Source: an optimization exercise on an open RTL-to-GDS flow (aim: small area, a short achievable clock period and few clock cycles per item). Production flows keep margins and buffers that such runs may drop.
Only simulation tests tie the RTL to the original design; equivalence was not proved.

==> inputs of job 512 <==
## iteration_palette_gradient_top
module iteration_palette_gradient_top (
   input  logic             clock,
   input  logic             reset,
   input  logic             req_valid,
   output logic             req_ready,
   input  logic [15:0]      req_iteration_count,
   output logic             rsp_valid,
   input  logic             rsp_ready,
   output logic [7:0]       rsp_red,
   output logic [7:0]       rsp_green,
   output logic [7:0]       rsp_blue,
   input  logic             csr_wr_en,
   input  logic [15:0]      csr_wr_data
);
   function automatic logic [59:0] pal_half(input logic [5:0] s2);
      logic [59:0] c;
      case (s2)
         6'd0: c = 60'h800448002281029;
         6'd1: c = 60'hc50ccc50aac40a1;
         6'd2: c = 60'h801218104980022;
         6'd3: c = 60'hd1a29c40c1c50aa;
         6'd4: c = 60'h8120a8004480022;
         6'd5: c = 60'hd0a02c50ccc50aa;
         6'd6: c = 60'h8120a8012181049;
         6'd7: c = 60'hd0a02d1a29c40c1;
         6'd8: c = 60'h8120a8012180044;
         6'd9: c = 60'hd0a02d1a29c50cc;
         6'd10: c = 60'h801218012180121;
         6'd11: c = 60'hd1a29d1a29d1a29;
         6'd12: c = 60'h800448012180121;
         6'd13: c = 60'hc50ccd1a29d1a29;
         6'd14: c = 60'h810498012180121;
         6'd15: c = 60'hc40c1d1a29d1a29;
         6'd16: c = 60'h800228004480121;
         6'd17: c = 60'hc50aac50ccd1a29;
         6'd18: c = 60'h800118104980044;
         6'd19: c = 60'hc5099c40c1c50cc;
         6'd20: c = 60'hc50998002280044;
  ...
clock: 9.5 ns
lec_check: 0
cap_margin: 20
core_margin: 2
core_utilization: 40
cts_cluster_diameter: 80
cts_cluster_size: 26
setup_slack_margin: 5
slew_margin: 20
standard.sh (not shown) runs the stock make flow with config.mk's settings and CLKGATE_MAP_FILE= SYNTH_SCRIPT=/design/flow/synth_recipe.tcl, a recipe that flattens the netlist after the stock synthesis.
==> flow/flow/run.sh <==
#!/bin/bash
set -euo pipefail
MARGIN=$(cat flow/margin.txt)
bash standard.sh synth > synth.log 2>&1
bash standard.sh SETUP_SLACK_MARGIN=$MARGIN finish > layout.log 2>&1
==> flow/flow/margin.txt <==
6.35
==> job 7276: changes against job 512 <==
Settings changed: CORE_UTILIZATION 40 to 58, CTS_CLUSTER_DIAMETER 80 to not set, CTS_CLUSTER_SIZE 26 to not set, PLACE_DENSITY set to 0.65.
==> results.toml <==
[run_status]
status = "timing/DRC/antenna clean"

[grt]
grt_max_degree = 168

[clock_network]
post_cts_resized = 149

[placement]
gp_congestion = 0.889

[detailed_routing]
post_drt_wl_per_cell_um = 19.6
-- figures above: job 7276

==> results.toml <==
[run_status]
status = "timing/DRC/antenna clean"

[detailed_routing]
post_drt_wl_per_cell_um = 18.6

[grt]
grt_max_degree = 151

[clock_network]
clk_pin_slew_ns = 0.10
post_cts_resized = 141
-- figures above: job 512

Testbench counts of job 512, summed over its fixed seeds: cycles 4,928, items 4,800.
Testbench counts of job 7276, summed over its fixed seeds: cycles 4,928, items 4,800.

==> job 689: inputs <==
iteration_palette_gradient_top, a different RTL version from the one above (not shown whole).
==> flow/config.mk <==
export PLATFORM = sky130hd
export DESIGN_NAME = iteration_palette_gradient_top
export DESIGN_NICKNAME = iteration_palette_gradient_top
export VERILOG_FILES = /design/flow/design.v
export SDC_FILE = /design/flow/constraint.sdc
export NUM_CORES = 4
export LEC_CHECK = 0
export CAP_MARGIN = 20
export CORE_MARGIN = 2
export CORE_UTILIZATION = 40
export SETUP_SLACK_MARGIN = 5
export SLEW_MARGIN = 20
==> flow/constraint.sdc <==
create_clock -name core_clock -period 9.5 [get_ports {clock}]
set_input_delay 1.9000 -clock core_clock [delete_from_list [all_inputs] [get_ports {clock}]]
set_output_delay 1.9000 -clock core_clock [all_outputs]
set_load 0.01 [all_outputs]
Scripts as last shown in full above: flow/flow/run.sh, flow/flow/margin.txt
==> job 5162 (differences from job 689) <==
==> flow/flow/margin.txt (replaced) <==
6.5
==> job 1717 (differences from job 689) <==
==> flow/flow/margin.txt (replaced) <==
6.5
- PLACE_DENSITY: unset -> 0.7
==> job 795 (differences from job 689) <==
--- a/flow/design.v
+++ b/flow/design.v
@@ -333,72 +333,72 @@
    logic [53:0] bd_p8;
    logic [2:0] ng_p8;
    logic [5:0] ix_p8;
    logic [2:0] sb_33;
    logic [19:0] hx_34;
    logic [19:0] v00_35;
    logic [19:0] v01_36;
    logic [19:0] v02_37;
-   logic [22:0] e00_38;
-   logic [22:0] e01_39;
-   logic [22:0] e02_40;
-   logic [22:0] e03_41;
-   logic [22:0] dm0_42;
-   logic [22:0] sa0_43;
-   logic [22:0] ca0_44;
-   logic [22:0] sb0_45;
-   logic [22:0] cb0_46;
-   logic [22:0] ps0_47;
-   logic [22:0] pc0_48;
+   logic [21:0] e00_38;
+   logic [21:0] e01_39;
+   logic [21:0] e02_40;
+   logic [21:0] e03_41;
+   logic [21:0] dm0_42;
+   logic [21:0] sa0_43;
+   logic [21:0] ca0_44;
+   logic [21:0] sb0_45;
+   logic [21:0] cb0_46;
+   logic [21:0] ps0_47;
+   logic [21:0] pc0_48;
    logic [19:0] v10_49;
    logic [19:0] v11_50;
    logic [19:0] v12_51;
-   logic [22:0] e10_52;
-   logic [22:0] e11_53;
-   logic [22:0] e12_54;
-   logic [22:0] e13_55;
-   logic [22:0] dm1_56;
-   logic [22:0] sa1_57;
-   logic [22:0] ca1_58;
-   logic [22:0] sb1_59;
-   logic [22:0] cb1_60;
-   logic [22:0] ps1_61;
-   logic [22:0] pc1_62;
+   logic [21:0] e10_52;
+   logic [21:0] e11_53;
+   logic [21:0] e12_54;
+   logic [21:0] e13_55;
+   logic [21:0] dm1_56;
+   logic [21:0] sa1_57;
+   logic [21:0] ca1_58;
+   logic [21:0] sb1_59;
+   logic [21:0] cb1_60;
+   logic [21:0] ps1_61;
+   logic [21:0] pc1_62;
    logic [19:0] v20_63;
    logic [19:0] v21_64;
    logic [19:0] v22_65;
-   logic [22:0] e20_66;
-   logic [22:0] e21_67;
-   logic [22:0] e22_68;
-   logic [22:0] e23_69;
-   logic [22:0] dm2_70;
-   logic [22:0] sa2_71;
-   logic [22:0] ca2_72;
-   logic [22:0] sb2_73;
-   logic [22:0] cb2_74;
-   logic [22:0] ps2_75;
-   logic [22:0] pc2_76;
+   logic [21:0] e20_66;
+   logic [21:0] e21_67;
+   logic [21:0] e22_68;
+   logic [21:0] e23_69;
+   logic [21:0] dm2_70;
+   logic [21:0] sa2_71;
+   logic [21:0] ca2_72;
+   logic [21:0] sb2_73;
+   logic [21:0] cb2_74;
+   logic [21:0] ps2_75;
+   logic [21:0] pc2_76;
    logic [5:0] ix_p9;
    logic [2:0] sb_p9;
-   logic [22:0] ps0_p9;
-   logic [22:0] pc0_p9;
-   logic [22:0] ps1_p9;
-   logic [22:0] pc1_p9;
-   logic [22:0] ps2_p9;
-   logic [22:0] pc2_p9;
-   logic [22:0] tt0_77;
+   logic [21:0] ps0_p9;
+   logic [21:0] pc0_p9;
+   logic [21:0] ps1_p9;
+   logic [21:0] pc1_p9;
+   logic [21:0] ps2_p9;
+   logic [21:0] pc2_p9;
+   logic [21:0] tt0_77;
    logic [16:0] ch0_78;
    logic [3:0] cl0_79;
    logic [1:0] cq0_80;
-   logic [22:0] tt1_81;
+   logic [21:0] tt1_81;
    logic [16:0] ch1_82;
    logic [3:0] cl1_83;
    logic [1:0] cq1_84;
-   logic [22:0] tt2_85;
+   logic [21:0] tt2_85;
    logic [16:0] ch2_86;
    logic [3:0] cl2_87;
    logic [1:0] cq2_88;
    logic [5:0] ix_p10;
    logic [16:0] ch0_p10;
    logic [3:0] cl0_p10;
    logic [1:0] cq0_p10;
    logic [16:0] ch1_p10;
@@ -543,67 +543,67 @@
    assign ng_31[2] = bdr_29[58];
    assign bd_30[36 +: 18] = bdr_29[40 +: 18];
    assign ix_32 = s2_26;
    assign sb_33 = ~ng_p8 | {3{u_p8 == 16'd0}};
    assign hx_34 = {4'd0, u_p8};
    assign v00_35 = (({20{bd_p8[0]}} & hx_34) | ({20{bd_p8[1]}} & {hx_34[18:0], 1'b0}) | ({20{bd_p8[2]}} & {hx_34[17:0], 2'b0})) ^ {20{bd_p8[3]}};
    assign v01_36 = (({20{bd_p8[4]}} & hx_34) | ({20{bd_p8[5]}} & {hx_34[18:0], 1'b0}) | ({20{bd_p8[6]}} & {hx_34[17:0], 2'b0})) ^ {20{bd_p8[7]}};
    assign v02_37 = (({20{bd_p8[8]}} & hx_34) | ({20{bd_p8[9]}} & {hx_34[18:0], 1'b0}) | ({20{bd_p8[10]}} & {hx_34[17:0], 2'b0})) ^ {20{bd_p8[11]}};
-   assign e00_38 = {{3{v00_35[19]}}, v00_35};
-   assign e01_39 = {{1{v01_36[19]}}, v01_36, 1'b0, sb_33[0]};
-   assign e02_40 = {v02_37[18:0], 4'b0000};
-   assign e03_41 = {17'd0, bd_p8[17:12]};
-   assign dm0_42 = {1'b0, dv, 5'd0} ^ {23{sb_33[0]}};
+   assign e00_38 = {{2{v00_35[19]}}, v00_35};
+   assign e01_39 = {v01_36, 1'b0, sb_33[0]};
+   assign e02_40 = {v02_37[17:0], 4'b0000};
+   assign e03_41 = {16'd0, bd_p8[17:12]};
+   assign dm0_42 = {1'b0, dv[15:0], 5'd0} ^ {22{sb_33[0]}};
    assign sa0_43 = e00_38 ^ e01_39 ^ e02_40;
-   assign ca0_44 = {(e00_38[21:0] & e01_39[21:0]) | (e00_38[21:0] & e02_40[21:0]) | (e01_39[21:0] & e02_40[21:0]), 1'b0};
+   assign ca0_44 = {(e00_38[20:0] & e01_39[20:0]) | (e00_38[20:0] & e02_40[20:0]) | (e01_39[20:0] & e02_40[20:0]), 1'b0};
    assign sb0_45 = sa0_43 ^ ca0_44 ^ dm0_42;
-   assign cb0_46 = {(sa0_43[21:0] & ca0_44[21:0]) | (sa0_43[21:0] & dm0_42[21:0]) | (ca0_44[21:0] & dm0_42[21:0]), 1'b0};
+   assign cb0_46 = {(sa0_43[20:0] & ca0_44[20:0]) | (sa0_43[20:0] & dm0_42[20:0]) | (ca0_44[20:0] & dm0_42[20:0]), 1'b0};
    assign ps0_47 = sb0_45 ^ cb0_46 ^ e03_41;
-   assign pc0_48 = {(sb0_45[21:0] & cb0_46[21:0]) | (sb0_45[21:0] & e03_41[21:0]) | (cb0_46[21:0] & e03_41[21:0]), 1'b0};
+   assign pc0_48 = {(sb0_45[20:0] & cb0_46[20:0]) | (sb0_45[20:0] & e03_41[20:0]) | (cb0_46[20:0] & e03_41[20:0]), 1'b0};
    assign v10_49 = (({20{bd_p8[18]}} & hx_34) | ({20{bd_p8[19]}} & {hx_34[18:0], 1'b0}) | ({20{bd_p8[20]}} & {hx_34[17:0], 2'b0})) ^ {20{bd_p8[21]}};
    assign v11_50 = (({20{bd_p8[22]}} & hx_34) | ({20{bd_p8[23]}} & {hx_34[18:0], 1'b0}) | ({20{bd_p8[24]}} & {hx_34[17:0], 2'b0})) ^ {20{bd_p8[25]}};
    assign v12_51 = (({20{bd_p8[26]}} & hx_34) | ({20{bd_p8[27]}} & {hx_34[18:0], 1'b0}) | ({20{bd_p8[28]}} & {hx_34[17:0], 2'b0})) ^ {20{bd_p8[29]}};
-   assign e10_52 = {{3{v10_49[19]}}, v10_49};
-   assign e11_53 = {{1{v11_50[19]}}, v11_50, 1'b0, sb_33[1]};
-   assign e12_54 = {v12_51[18:0], 4'b0000};
-   assign e13_55 = {17'd0, bd_p8[35:30]};
-   assign dm1_56 = {1'b0, dv, 5'd0} ^ {23{sb_33[1]}};
+   assign e10_52 = {{2{v10_49[19]}}, v10_49};
+   assign e11_53 = {v11_50, 1'b0, sb_33[1]};
+   assign e12_54 = {v12_51[17:0], 4'b0000};
+   assign e13_55 = {16'd0, bd_p8[35:30]};
+   assign dm1_56 = {1'b0, dv[15:0], 5'd0} ^ {22{sb_33[1]}};
    assign sa1_57 = e10_52 ^ e11_53 ^ e12_54;
-   assign ca1_58 = {(e10_52[21:0] & e11_53[21:0]) | (e10_52[21:0] & e12_54[21:0]) | (e11_53[21:0] & e12_54[21:0]), 1'b0};
+   assign ca1_58 = {(e10_52[20:0] & e11_53[20:0]) | (e10_52[20:0] & e12_54[20:0]) | (e11_53[20:0] & e12_54[20:0]), 1'b0};
    assign sb1_59 = sa1_57 ^ ca1_58 ^ dm1_56;
-   assign cb1_60 = {(sa1_57[21:0] & ca1_58[21:0]) | (sa1_57[21:0] & dm1_56[21:0]) | (ca1_58[21:0] & dm1_56[21:0]), 1'b0};
+   assign cb1_60 = {(sa1_57[20:0] & ca1_58[20:0]) | (sa1_57[20:0] & dm1_56[20:0]) | (ca1_58[20:0] & dm1_56[20:0]), 1'b0};
    assign ps1_61 = sb1_59 ^ cb1_60 ^ e13_55;
-   assign pc1_62 = {(sb1_59[21:0] & cb1_60[21:0]) | (sb1_59[21:0] & e13_55[21:0]) | (cb1_60[21:0] & e13_55[21:0]), 1'b0};
+   assign pc1_62 = {(sb1_59[20:0] & cb1_60[20:0]) | (sb1_59[20:0] & e13_55[20:0]) | (cb1_60[20:0] & e13_55[20:0]), 1'b0};
    assign v20_63 = (({20{bd_p8[36]}} & hx_34) | ({20{bd_p8[37]}} & {hx_34[18:0], 1'b0}) | ({20{bd_p8[38]}} & {hx_34[17:0], 2'b0})) ^ {20{bd_p8[39]}};
    assign v21_64 = (({20{bd_p8[40]}} & hx_34) | ({20{bd_p8[41]}} & {hx_34[18:0], 1'b0}) | ({20{bd_p8[42]}} & {hx_34[17:0], 2'b0})) ^ {20{bd_p8[43]}};
    assign v22_65 = (({20{bd_p8[44]}} & hx_34) | ({20{bd_p8[45]}} & {hx_34[18:0], 1'b0}) | ({20{bd_p8[46]}} & {hx_34[17:0], 2'b0})) ^ {20{bd_p8[47]}};
-   assign e20_66 = {{3{v20_63[19]}}, v20_63};
-   assign e21_67 = {{1{v21_64[19]}}, v21_64, 1'b0, sb_33[2]};
-   assign e22_68 = {v22_65[18:0], 4'b0000};
-   assign e23_69 = {17'd0, bd_p8[53:48]};
-   assign dm2_70 = {1'b0, dv, 5'd0} ^ {23{sb_33[2]}};
+   assign e20_66 = {{2{v20_63[19]}}, v20_63};
+   assign e21_67 = {v21_64, 1'b0, sb_33[2]};
+   assign e22_68 = {v22_65[17:0], 4'b0000};
+   assign e23_69 = {16'd0, bd_p8[53:48]};
+   assign dm2_70 = {1'b0, dv[15:0], 5'd0} ^ {22{sb_33[2]}};
    assign sa2_71 = e20_66 ^ e21_67 ^ e22_68;
-   assign ca2_72 = {(e20_66[21:0] & e21_67[21:0]) | (e20_66[21:0] & e22_68[21:0]) | (e21_67[21:0] & e22_68[21:0]), 1'b0};
+   assign ca2_72 = {(e20_66[20:0] & e21_67[20:0]) | (e20_66[20:0] & e22_68[20:0]) | (e21_67[20:0] & e22_68[20:0]), 1'b0};
    assign sb2_73 = sa2_71 ^ ca2_72 ^ dm2_70;
-   assign cb2_74 = {(sa2_71[21:0] & ca2_72[21:0]) | (sa2_71[21:0] & dm2_70[21:0]) | (ca2_72[21:0] & dm2_70[21:0]), 1'b0};
+   assign cb2_74 = {(sa2_71[20:0] & ca2_72[20:0]) | (sa2_71[20:0] & dm2_70[20:0]) | (ca2_72[20:0] & dm2_70[20:0]), 1'b0};
    assign ps2_75 = sb2_73 ^ cb2_74 ^ e23_69;
-   assign pc2_76 = {(sb2_73[21:0] & cb2_74[21:0]) | (sb2_73[21:0] & e23_69[21:0]) | (cb2_74[21:0] & e23_69[21:0]), 1'b0};
+   assign pc2_76 = {(sb2_73[20:0] & cb2_74[20:0]) | (sb2_73[20:0] & e23_69[20:0]) | (cb2_74[20:0] & e23_69[20:0]), 1'b0};
    assign tt0_77 = ps0_p9 + pc0_p9;
    assign ch0_78 = tt0_77[21:5];
    assign cl0_79 = tt0_77[4:1];
-   assign cq0_80 = {sb_p9[0], !tt0_77[22]};
+   assign cq0_80 = {sb_p9[0], !tt0_77[21]};
    assign tt1_81 = ps1_p9 + pc1_p9;
    assign ch1_82 = tt1_81[21:5];
    assign cl1_83 = tt1_81[4:1];
-   assign cq1_84 = {sb_p9[1], !tt1_81[22]};
+   assign cq1_84 = {sb_p9[1], !tt1_81[21]};
    assign tt2_85 = ps2_p9 + pc2_p9;
    assign ch2_86 = tt2_85[21:5];
    assign cl2_87 = tt2_85[4:1];
-   assign cq2_88 = {sb_p9[2], !tt2_85[22]};
+   assign cq2_88 = {sb_p9[2], !tt2_85[21]};
    assign t_89 = {ch0_p10, cl0_p10[3]} + ({1'b0, dv} ^ {18{cq0_p10[0]}}) + {17'd0, cq0_p10[0]};
    assign ch0_90 = t_89[16:0];
    assign cl0_91 = cl0_p10[2:0];
    assign cq0_92 = {cq0_p10, !t_89[16]};
    assign t_93 = {ch1_p10, cl1_p10[3]} + ({1'b0, dv} ^ {18{cq1_p10[0]}}) + {17'd0, cq1_p10[0]};
    assign ch1_94 = t_93[16:0];
    assign cl1_95 = cl1_p10[2:0];
    assign cq1_96 = {cq1_p10, !t_93[16]};
==> qor summary <==
Worst hold-check slack: job 1717 0.416 ns; job 5162 0.348 ns; job 689 0.343 ns; job 795 0.397 ns
Number of antenna violations at the first check in global routing: job 1717 4; job 5162 0; job 689 1; job 795 1
Number of enable flip-flop cells after synthesis: job 1717 733; job 5162 733; job 689 733; job 795 727
Post-detailed-route via-to-cell ratio: job 1717 5.56; job 5162 5.52; job 689 5.48; job 795 5.45
Number of combinational gates with multiple inputs: job 1717 3719; job 5162 3719; job 689 3719; job 795 3802
Net count of the finished layout: job 1717 5946; job 5162 5981; job 689 5847; job 795 5908
Status: job 1717 complete, no violations; job 5162 complete, no violations; job 689 complete, no violations; job 795 complete, no violations
Core area: job 1717 138000 sq um; job 5162 138000 sq um; job 689 138000 sq um; job 795 139000 sq um
Maximum cell stage delay along the critical path: job 1717 0.52 ns; job 5162 0.37 ns; job 689 0.37 ns; job 795 0.40 ns
Fin Clk Skew: job 1717 0.0580 ns; job 5162 0.0820 ns; job 689 0.0870 ns; job 795 0.0331 ns
Post-synthesis sequential area ratio: job 1717 0.418; job 5162 0.418; job 689 0.418; job 795 0.412
M2 GR Usage: job 1717 0.298; job 5162 0.302; job 689 0.295; job 795 0.304
DR top layer: job 1717 met5; job 5162 met4; job 689 met4; job 795 met4
Testbench counts of job 689, summed over its fixed seeds: cycles 4,928, items 4,800.
Testbench counts of job 5162, summed over its fixed seeds: cycles 4,928, items 4,800.
Testbench counts of job 1717, summed over its fixed seeds: cycles 4,928, items 4,800.
Testbench counts of job 795, summed over its fixed seeds: cycles 4,928, items 4,800.

port drivers added, routing unchanged:
Ports are ideal in the flow. The routed layouts listed here were re-timed in OpenROAD. Step 1: set_driving_cell puts a clkbuf_16 on clock and a buf_2 on each other input, an assumption about the parent block. Step 2 times the ports against the registers' clock, not the clock port: input delays grow and output delays shrink by t, the midpoint of the rising clock arrivals with the driver on. Three values: no drivers, after step 1, after step 2; two values: the first two.
| run | t, ns | setup slack, ns | hold WS [ns] | worst setup path after step 2 |
|---|---|---|---|---|
| job 512 | 0.752 | 6.330 / 6.254 / 6.007 | 0.385 / 0.385 / 0.385 | input to register |
| job 7276 | 0.752 | 6.393 / 6.319 / 5.776 | 0.403 / 0.403 / 0.403 | input to register |
| job 689 | 0.763 | 6.348 / 6.276 / 5.797 | 0.343 / 0.343 / 0.343 | input to register |
| job 5162 | 0.762 | 6.370 / 6.298 / 6.028 | 0.348 / 0.348 / 0.348 | input to register |
| job 1717 | 0.748 | 6.381 / 6.310 / 5.980 | 0.416 / 0.416 / 0.416 | input to register |
| job 795 | 0.765 | 6.340 / 6.263 / 6.001 | 0.397 / 0.397 / 0.397 | input to register |
After both steps every run listed still meets setup and hold. For job 7276, which loses most, drivers alone change the setup slack by -0.074 ns; drivers and shift together by -0.617 ns.
